From an optimization exercise on the open Yosys and OpenROAD flow, aimed at small area, a short achievable clock period and few clock cycles per item; shortcuts taken in it are not production practice. The RTL was checked by simulation tests, not by an equivalence proof against the original design.

## before
// ordered_sequence_hash_64_top
module ordered_sequence_hash_64_top (
  input  logic                             clk,
  input  logic                             rst_n,
  input  logic                             in_valid,
  output logic                             in_stall,
  input  logic                             in_cmd,
  input  logic [osh64_pkg::LEN_W-1:0]      in_seq_length,
  input  logic [osh64_pkg::HASH_W-1:0]     in_element_bits,
  output logic                             out_valid,
  input  logic                             out_stall,
  output logic [osh64_pkg::HASH_W-1:0]     out_hash
);
Size: ~2600 cells after synthesis, ~170 I/O pins.
export LEC_CHECK = 0
export CAP_MARGIN = 20
export CORE_MARGIN = 2
export CORE_UTILIZATION = 60
export SLEW_MARGIN = 20
export SYNTH_HIERARCHICAL = 1
create_clock -name core_clock -period 9.5 [get_ports {clk}]
standard.sh (not shown) runs the stock make flow with config.mk's settings and CLKGATE_MAP_FILE= SYNTH_SCRIPT=/design/flow/synth_recipe.tcl, a recipe that flattens the netlist after the stock synthesis.
==> flow/flow/run.sh <==
#!/bin/bash
# Own flow: the standard layout (standard synthesis and every ORFS step unchanged) with two
# settings outside config.mk's list:
#  - port buffers are sky130_fd_sc_hd__buf_2 instead of the default choice (every input and
#    output port still gets its own buffer);
set -euo pipefail
MARGIN=$(cat flow/margin.txt)
bash standard.sh "BUFFER_PORTS_ARGS=-buffer_cell sky130_fd_sc_hd__buf_2" \
  SETUP_SLACK_MARGIN="$MARGIN" finish > standard.log 2>&1
==> flow/flow/margin.txt <==
5.4
Testbench counts of before, summed over its fixed seeds: cycles 12,024, items 12,000.
[inputs] after vs before
--- a/flow/design.v
+++ b/flow/design.v
@@ -27,23 +27,23 @@
   input  logic                             out_stall,
   output logic [osh64_pkg::HASH_W-1:0]     out_hash
 );
   localparam int unsigned HW = osh64_pkg::HASH_W;
   localparam int unsigned LW = osh64_pkg::HALF_W;
   localparam int unsigned PW = 124;   
-  logic          s0_v, s1_v, hv;
+  logic          s0_v, s1_v, hv, ob_v;
   logic          s0_cmd, s1_cmd;
   logic [HW-1:0] s0_src, s0_msrc;
   logic [PW-1:0] s1_p;
-  logic [HW-1:0] out_hash_r;
+  logic [HW-1:0] out_hash_r, ob_hash;
   logic hash_free, s1_adv, s0_adv, s0_ready, in_take;
-  assign hash_free = !(hv && out_stall);
+  assign hash_free = !(hv && ob_v && out_stall);
   assign s1_adv    = s1_v && hash_free;
   assign s0_adv    = s0_v && (!s1_v || s1_adv);
   assign s0_ready  = !s0_v || s0_adv;
-  assign in_stall  = s0_v && s1_v && hv && out_stall;
+  assign in_stall  = s0_v && s1_v && hv && ob_v;
   assign in_take   = in_valid && !in_stall;
   logic [HW-1:0] in_src;
   assign in_src = (in_cmd == osh64_pkg::CMD_START) ?
                   {{(HW-osh64_pkg::LEN_W){1'b0}}, in_seq_length} : in_element_bits;
   always_ff @(posedge clk) begin
     if (!rst_n) begin
@@ -630,22 +630,33 @@
     joined = {top, acc_hi} ^ {out_hash_r[LW-1:0], x3[HW-1:LW]};
     hash_nxt = (s1_cmd == osh64_pkg::CMD_START) ? x3 : joined;
   end
   always_ff @(posedge clk) begin
     if (!rst_n) begin
       hv         <= 1'b0;
+      ob_v       <= 1'b0;
       out_hash_r <= '0;
     end else begin
       hv <= s1_adv || (hv && !hash_free);
+      if (!ob_v) begin
+        ob_v <= hv && out_stall;
+      end else if (!out_stall) begin
+        ob_v <= hv;
+      end
       if (s1_adv) begin
         out_hash_r <= hash_nxt;
       end
     end
   end
-  assign out_valid = hv;
-  assign out_hash  = out_hash_r;
+  always_ff @(posedge clk) begin
+    if (ob_v ? !out_stall : out_stall) begin
+      ob_hash <= out_hash_r;
+    end
+  end
+  assign out_valid = hv || ob_v;
+  assign out_hash  = ob_v ? ob_hash : out_hash_r;
 endmodule
 module osh64_fa (input logic a, b, c, output logic s, co);
   assign s  = a ^ b ^ c;
   assign co = (a & b) | (a & c) | (b & c);
 endmodule
 module osh64_x3 (input logic a, b, c, output logic s);
Results
after reached the end of the flow, and the finished layout is clean on the timing, DRC and antenna checks. [compare] base=before new=after: minimum clock period after layout dropped 0.26 ns; adder and majority cell fraction of the synthesized area fell 2.8 points; utilization now sits lower; count of sequential standard cells saw an increase. Total placed instance area: after vs before up about 9%. There was hardly any difference in number of buffers between clock root and the deepest sink between after and before. Run comparison: after endpoint of the most critical setup path out_hash_r[34]; before endpoint of the most critical setup path in_stall. Going from before to after, first-iteration DRC count decreased by 80 relative to the old numbers, overall die area increased by 4700 um^2 relative to the old numbers, number of gates given a new drive strength after cts decreased by 57 relative to the old numbers. For the overall global routing resource usage, after came in 1.8 points lower than before did. After detailed routing, before needs less wire than after.
Testbench counts of after, summed over its fixed seeds: cycles 12,024, items 12,000.

[re-timing with driven ports]
How much do the figures lean on ideal ports? The routed layouts below were timed once more, with nothing changed but the port constraints. Step 1, drivers: a clkbuf_16 drives clk and a buf_2 each remaining input, both assumed. Step 2 times the ports against the registers' clock, not the clock port: input delays grow and output delays shrink by t, the midpoint of the rising clock arrivals with the driver on. Slacks: no drivers / after step 1 / after step 2; pairs: no drivers / after step 1.
run | t, ns | slack for setup (ns) | slew at the worst register clock pin (ns)
before | 0.616 | 5.191 / 5.160 / 4.660 | 0.06 / 0.06
after | 0.637 | 5.446 / 5.446 / 4.812 | 0.07 / 0.07
After both steps every run listed still meets setup and hold. For after, which loses most, drivers alone change the setup slack by 0.000 ns; drivers and shift together by -0.634 ns.
